This design comes from an exercise in tuning for small area and a short achievable clock period on the open sky130 flow, not from production work.
The RTL was checked by simulation tests, not by an equivalence proof against the original design.
No activity file was given, so power comes from the tool's default toggle rates.

## the previous run
## tlb_sv32_plru
module tlb_sv32_plru #(
  parameter int unsigned TLB_ENTRIES = 16,
  parameter int unsigned ASID_WIDTH  = 9
) (
  input  logic                  clk_i,
  input  logic                  rst_i,
  input  logic                  flush_i,
  input  logic [ASID_WIDTH-1:0] asid_to_be_flushed_i,
  input  logic [31:0]           vaddr_to_be_flushed_i,
  input  logic                  update_valid_i,
  input  logic                  update_is_4M_i,
  input  logic                  update_global_i,
  input  logic [19:0]           update_vpn_i,
  input  logic [ASID_WIDTH-1:0] update_asid_i,
  input  logic [31:0]           update_content_i,
  input  logic                  lu_access_i,
  input  logic [ASID_WIDTH-1:0] lu_asid_i,
  input  logic [31:0]           lu_vaddr_i,
  output logic                  lu_hit_o,
  output logic                  lu_is_4M_o,
  output logic [31:0]           lu_content_o,
  output logic [31:0]           hit_count_o,
  output logic [31:0]           miss_count_o,
  output logic                  full_o
);
export LEC_CHECK = 0
export CAP_MARGIN = 20
export CORE_MARGIN = 2
export CORE_UTILIZATION = 40
export SETUP_SLACK_MARGIN = 2.0
export SLEW_MARGIN = 20
export SYNTH_HIERARCHICAL = 1
create_clock -name core_clock -period 8.5 [get_ports {clk_i}]
standard.sh (not shown) runs the stock make flow with config.mk's settings and CLKGATE_MAP_FILE= SYNTH_SCRIPT=/design/flow/synth_recipe.tcl, a recipe that flattens the netlist after the stock synthesis.
==> flow/flow/run.sh <==
#!/bin/bash
# Standard ORFS layout with three changes: port buffers are plain buf_2 cells,
# the resizer may swap cells across footprints, and clock tree synthesis uses
# larger sink clusters without dummy loads. Each tool's output goes to a log
# file here.
set -euo pipefail
bash standard.sh \
  "BUFFER_PORTS_ARGS=-buffer_cell sky130_fd_sc_hd__buf_2" \
  MATCH_CELL_FOOTPRINT=0 \
  "CTS_ARGS=-sink_clustering_enable -repair_clock_nets -dont_use_dummy_load -sink_clustering_size 8 -sink_clustering_max_diameter 40 -sink_clustering_buffer sky130_fd_sc_hd__clkbuf_4" \
  finish > make_finish.log 2>&1
cp -r orfs/logs/sky130hd/tlb_sv32_plru/base orfs_logs 2>/dev/null || true
Here is what was changed in the inputs of the current run compared with the previous run.
Settings: swapping 2.0 for 2.3 in SETUP_SLACK_MARGIN.
-- flow/flow/run.sh --
<<< the previous run, line 9
  MATCH_CELL_FOOTPRINT=0 \
  "CTS_ARGS=-sink_clustering_enable -repair_clock_nets -dont_use_dummy_load -sink_clustering_size 8 -sink_clustering_max_diameter 40 -sink_clustering_buffer sky130_fd_sc_hd__clkbuf_4" \
  finish > make_finish.log 2>&1
>>> the current run, line 9
  MATCH_CELL_FOOTPRINT=0 \
  "CTS_ARGS=-sink_clustering_enable -repair_clock_nets -dont_use_dummy_load -sink_clustering_size 14 -sink_clustering_max_diameter 50 -sink_clustering_buffer sky130_fd_sc_hd__clkbuf_8" \
  finish > make_finish.log 2>&1
--- outcome ---
Status the current run: flow complete, layout not clean - capacitance limit, slew limit. The current run ends up with higher net switching power of the design than the previous run does. Summary — clock share of power, the current run relative to the previous run: higher, by 0.6 points. Final setup slack of the worst path up 0.28 ns in the current run wrt the previous run.

## south
The RTL this note starts from:
==> flow/design.v <==
module tlb_sv32_plru #(
  parameter int unsigned TLB_ENTRIES = 16,
  parameter int unsigned ASID_WIDTH  = 9
) (
  input  logic                  clk_i,
  input  logic                  rst_i,
  input  logic                  flush_i,
  input  logic [ASID_WIDTH-1:0] asid_to_be_flushed_i,
  input  logic [31:0]           vaddr_to_be_flushed_i,
  input  logic                  update_valid_i,
  input  logic                  update_is_4M_i,
  input  logic                  update_global_i,
  input  logic [19:0]           update_vpn_i,
  input  logic [ASID_WIDTH-1:0] update_asid_i,
  input  logic [31:0]           update_content_i,
  input  logic                  lu_access_i,
  input  logic [ASID_WIDTH-1:0] lu_asid_i,
  input  logic [31:0]           lu_vaddr_i,
  output logic                  lu_hit_o,
  output logic                  lu_is_4M_o,
  output logic [31:0]           lu_content_o,
  output logic [31:0]           hit_count_o,
  output logic [31:0]           miss_count_o,
  output logic                  full_o
);
  localparam int unsigned N     = TLB_ENTRIES;
  localparam int unsigned IDX_W = (N > 1) ? $clog2(N) : 1;
  localparam int unsigned NODES = N - 1;
  function automatic logic [N-1:0] lowest_oh(input logic [N-1:0] v);
    logic [N-1:0] r;
    logic         seen;
    seen = 1'b0;
    for (int i = 0; i < int'(N); i++) begin
      r[i] = v[i] & ~seen;
      seen = seen | v[i];
    end
    lowest_oh = r;
  endfunction
  function automatic logic [N-1:0] plru_victim_oh(input logic [NODES-1:0] tree);
    logic [N-1:0] r;
    int unsigned  node;
    logic         on;
    for (int e = 0; e < int'(N); e++) begin
      node = 32'd0;
      on   = 1'b1;
      for (int l = 0; l < int'(IDX_W); l++) begin
        if (e[IDX_W-1-l]) begin
          on   = on & tree[node];
          node = 32'd2 * node + 32'd2;
        end else begin
          on   = on & ~tree[node];
          node = 32'd2 * node + 32'd1;
        end
      end
      r[e] = on;
    end
    plru_victim_oh = r;
  endfunction
  function automatic logic [NODES-1:0] plru_touch_oh(input logic [NODES-1:0] tree,
                                                     input logic [N-1:0]     oh);
    logic [NODES-1:0] t;
    int unsigned      lo, span;
    logic             l_any, r_any;
    t = tree;
    for (int n = 0; n < int'(NODES); n++) begin
      int unsigned lvl, first;
      lvl = 0;
      first = 0;
      for (int l = 0; l < int'(IDX_W); l++) begin
        if (n + 1 >= (1 << (l + 1))) begin
          lvl = l + 1;
        end
      end
      first = (1 << lvl) - 1;
      span  = N >> lvl;
      lo    = (n - first) * span;
      l_any = 1'b0;
      r_any = 1'b0;
      for (int e = 0; e < int'(N); e++) begin
        if (e >= lo && e < lo + span / 2) l_any = l_any | oh[e];
        if (e >= lo + span / 2 && e < lo + span) r_any = r_any | oh[e];
      end
      if (l_any | r_any) t[n] = l_any;
    end
    plru_touch_oh = t;
  endfunction
  logic [N-1:0]          valid_r;
  logic [N-1:0]          is_4m_r;
  logic [N-1:0]          global_r;
  logic [19:0]           vpn_r     [N];
  logic [ASID_WIDTH-1:0] asid_r    [N];
  logic [31:0]           content_r [N];
  logic [NODES-1:0]      plru_r;
  logic [31:0]           hit_count_r;
  logic [31:0]           miss_count_r;
  logic                  full_r;
  logic [N-1:0] lu_match_s;
  logic [N-1:0] lu_sel_s;
  logic         lu_hit_s;
  logic [31:0]  lu_content_s;
  logic         lu_is_4m_s;
  localparam int unsigned GS = 4;
  localparam int unsigned NG = N / GS;
  logic [NG-1:0] grp_hit_s;
  logic [NG-1:0] grp_sel_s;
  logic [31:0]   grp_content_s [NG];
  logic [NG-1:0] grp_is_4m_s;
  always_comb begin
    for (int i = 0; i < int'(N); i++) begin
      lu_match_s[i] = valid_r[i] && (global_r[i] || (asid_r[i] == lu_asid_i)) &&
                      (vpn_r[i][19:10] == lu_vaddr_i[31:22]) &&
                      (is_4m_r[i] || (vpn_r[i][9:0] == lu_vaddr_i[21:12]));
    end
    for (int g = 0; g < int'(NG); g++) begin
      logic seen;
      seen = 1'b0;
      grp_content_s[g] = 32'd0;
      grp_is_4m_s[g]   = 1'b0;
      for (int k = 0; k < int'(GS); k++) begin
        lu_sel_s[g*GS+k]  = lu_match_s[g*GS+k] & ~seen;
        seen              = seen | lu_match_s[g*GS+k];
        grp_content_s[g]  = grp_content_s[g] | (content_r[g*GS+k] & {32{lu_sel_s[g*GS+k]}});
        grp_is_4m_s[g]    = grp_is_4m_s[g] | (is_4m_r[g*GS+k] & lu_sel_s[g*GS+k]);
      end
      grp_hit_s[g] = seen;
    end
    begin
      logic gseen;
      gseen = 1'b0;
      for (int g = 0; g < int'(NG); g++) begin
        grp_sel_s[g] = grp_hit_s[g] & ~gseen & lu_access_i;
        gseen        = gseen | grp_hit_s[g];
      end
    end
    lu_hit_s  = lu_access_i & (|lu_match_s);
    lu_content_s = 32'd0;
    lu_is_4m_s   = 1'b0;
    for (int g = 0; g < int'(NG); g++) begin
      lu_content_s = lu_content_s | (grp_content_s[g] & {32{grp_sel_s[g]}});
      lu_is_4m_s   = lu_is_4m_s | (grp_is_4m_s[g] & grp_sel_s[g]);
    end
  end
  logic [N-1:0] lu_win_s;
  always_comb begin
    for (int i = 0; i < int'(N); i++) begin
      lu_win_s[i] = lu_sel_s[i] & grp_sel_s[i / GS];
    end
  end
  logic                  upd_en_s;
  logic [9:0]            cmp_hi_s;
  logic [9:0]            cmp_lo_s;
  logic [ASID_WIDTH-1:0] cmp_asid_s;
  logic                  fl_asid0_s;
  logic                  fl_addr0_s;
  logic [N-1:0]          c_addr_s;
  logic [N-1:0]          c_asid_s;
  logic [N-1:0]          dup_s;
  logic [N-1:0]          flush_hit_s;
  logic [N-1:0]          slot_s;
  logic [N-1:0]          valid_next_s;
  logic [NODES-1:0]      plru_next_s;
  assign upd_en_s   = update_valid_i & ~flush_i;
  assign cmp_hi_s   = flush_i ? vaddr_to_be_flushed_i[31:22] : update_vpn_i[19:10];
  assign cmp_lo_s   = flush_i ? vaddr_to_be_flushed_i[21:12] : update_vpn_i[9:0];
  assign cmp_asid_s = flush_i ? asid_to_be_flushed_i : update_asid_i;
  assign fl_asid0_s = (asid_to_be_flushed_i == '0);
  assign fl_addr0_s = (vaddr_to_be_flushed_i == 32'd0);
  always_comb begin
    for (int i = 0; i < int'(N); i++) begin
      c_addr_s[i]    = (vpn_r[i][19:10] == cmp_hi_s) &&
                       (is_4m_r[i] || (vpn_r[i][9:0] == cmp_lo_s));
      c_asid_s[i]    = (asid_r[i] == cmp_asid_s);
      dup_s[i]       = valid_r[i] && (is_4m_r[i] == update_is_4M_i) && c_asid_s[i] &&
                       c_addr_s[i];
      flush_hit_s[i] = (fl_addr0_s || c_addr_s[i]) &&
                       (fl_asid0_s || (!global_r[i] && c_asid_s[i]));
    end
  end
  logic [N-1:0] fallback_s;
  always_comb begin
    if (&valid_r) begin
      fallback_s = plru_victim_oh(plru_r);
    end else begin
      fallback_s = lowest_oh(~valid_r);
    end
    if (|dup_s) begin
      slot_s = lowest_oh(dup_s);
    end else begin
      slot_s = fallback_s;
    end
  end
  always_comb begin
    if (flush_i) begin
      valid_next_s = valid_r & ~flush_hit_s;
    end else if (update_valid_i) begin
      valid_next_s = valid_r | slot_s;
    end else begin
      valid_next_s = valid_r;
    end
    plru_next_s = plru_touch_oh(plru_touch_oh(plru_r, lu_win_s),
                                slot_s & {N{upd_en_s}});
  end
  always_ff @(posedge clk_i or posedge rst_i) begin
    if (rst_i) begin
      valid_r      <= '0;
      plru_r       <= '0;
      hit_count_r  <= 32'd0;
      miss_count_r <= 32'd0;
      full_r       <= 1'b0;
    end else begin
      valid_r <= valid_next_s;
      plru_r  <= plru_next_s;
      full_r  <= &valid_next_s;
      if (lu_hit_s && (hit_count_r != 32'hFFFF_FFFF)) begin
        hit_count_r <= hit_count_r + 32'd1;
      end
      if (lu_access_i && !lu_hit_s && (miss_count_r != 32'hFFFF_FFFF)) begin
        miss_count_r <= miss_count_r + 32'd1;
      end
    end
  end
  always_ff @(posedge clk_i) begin
    for (int i = 0; i < int'(N); i++) begin
      if (upd_en_s && slot_s[i]) begin
        is_4m_r[i]   <= update_is_4M_i;
        global_r[i]  <= update_global_i;
        vpn_r[i]     <= update_vpn_i;
        asid_r[i]    <= update_asid_i;
        content_r[i] <= update_content_i;
      end
    end
  end
  assign lu_hit_o     = lu_hit_s;
  assign lu_is_4M_o   = lu_is_4m_s;
  assign lu_content_o = lu_content_s;
  assign hit_count_o  = hit_count_r;
  assign miss_count_o = miss_count_r;
  assign full_o       = full_r;
endmodule
clock: 8.5 ns
lec_check: 0
cap_margin: 20
core_margin: 2
core_utilization: 40
cts_buf_list: sky130_fd_sc_hd__clkbuf_4 sky130_fd_sc_hd__clkbuf_8
setup_slack_margin: 2.0
slew_margin: 20
run.sh (not shown) runs the stock make flow with config.mk's settings and CLKGATE_MAP_FILE= SYNTH_SCRIPT=/design/flow/synth_recipe.tcl, a recipe that flattens the netlist after the stock synthesis.
Stock flow here: none of the scripts above is used.
Every stage of the flow completed for south, and the final layout passed the timing, DRC and antenna checks.
The following lists how north was set up differently from south:
- removing CTS_BUF_LIST (formerly sky130_fd_sc_hd__clkbuf_4 sky130_fd_sc_hd__clkbuf_8)
==> flow/flow/run.sh (new file) <==
#!/bin/bash
# Standard ORFS layout with three changes: port buffers are plain buf_2 cells,
# the resizer may swap cells across footprints, and non-critical cells are
# downsized after global routing. Each tool's output goes to a log file here.
set -euo pipefail
bash standard.sh \
  "BUFFER_PORTS_ARGS=-buffer_cell sky130_fd_sc_hd__buf_2" \
  MATCH_CELL_FOOTPRINT=0 \
  RECOVER_POWER=100 \
  finish > make_finish.log 2>&1
cp -r orfs/logs/sky130hd/tlb_sv32_plru/base orfs_logs 2>/dev/null || true
==> flow/standard.sh (new file) <==
#!/bin/bash
# synth_recipe.tcl (not shown) runs the flow's synth.tcl, then flattens the netlist and writes it again
# the make line also repeats each setting of config.mk as NAME=value (left out here)
make -C /OpenROAD-flow-scripts/flow DESIGN_CONFIG=/design/flow/config.mk WORK_HOME=/design/flow/orfs CLKGATE_MAP_FILE= SYNTH_SCRIPT=/design/flow/synth_recipe.tcl "${@:-finish}"
removed: flow/run.sh
--- outcome ---
Of north and south, just one finished clean: south.
Going from south to north, switching power total shows a reduction of 140 µW, count of final hold-check violations shows no meaningful change, worst hold slack shows no meaningful change, clock group share of total power shows an increase of 1.2 points.

==> afterwards: timing with drivers on the ports <==
How much do the figures lean on ideal ports? The routed layouts below were timed once more, with nothing changed but the port constraints. Step 1: set_driving_cell puts a clkbuf_16 on clk_i and a buf_2 on each other input, an assumption about the parent block. Step 2 times the ports against the registers' clock, not the clock port: input delays grow and output delays shrink by t, the midpoint of the rising clock arrivals with the driver on. Slacks: ideal / step 1 / step 2; pairs: ideal / step 1.
run | t (ns) | setup WS [ns] | worst setup path after step 2 | worst slew at a driven data input, ns | max-slew violations | pins driven straight from the clock port
the previous run | 0.792 | 1.956 / 1.894 / 1.331 | input to register | 0.10 | 0 / 0 | 1
the current run | 0.756 | 2.238 / 2.131 / 1.534 | input to register | 0.22 | 4 / 4 | 1
south | 1.015 | 2.002 / 1.979 / 1.416 | input to register | 0.13 | 0 / 0 | 1
north | 0.837 | 1.036 / 1.010 / 0.237 | input to register | 0.20 | 212 / 230 | 1
The drivers bring new slew violations in north. The setup slack of north, which loses most, moves by -0.026 ns with the drivers and by -0.799 ns with both steps.
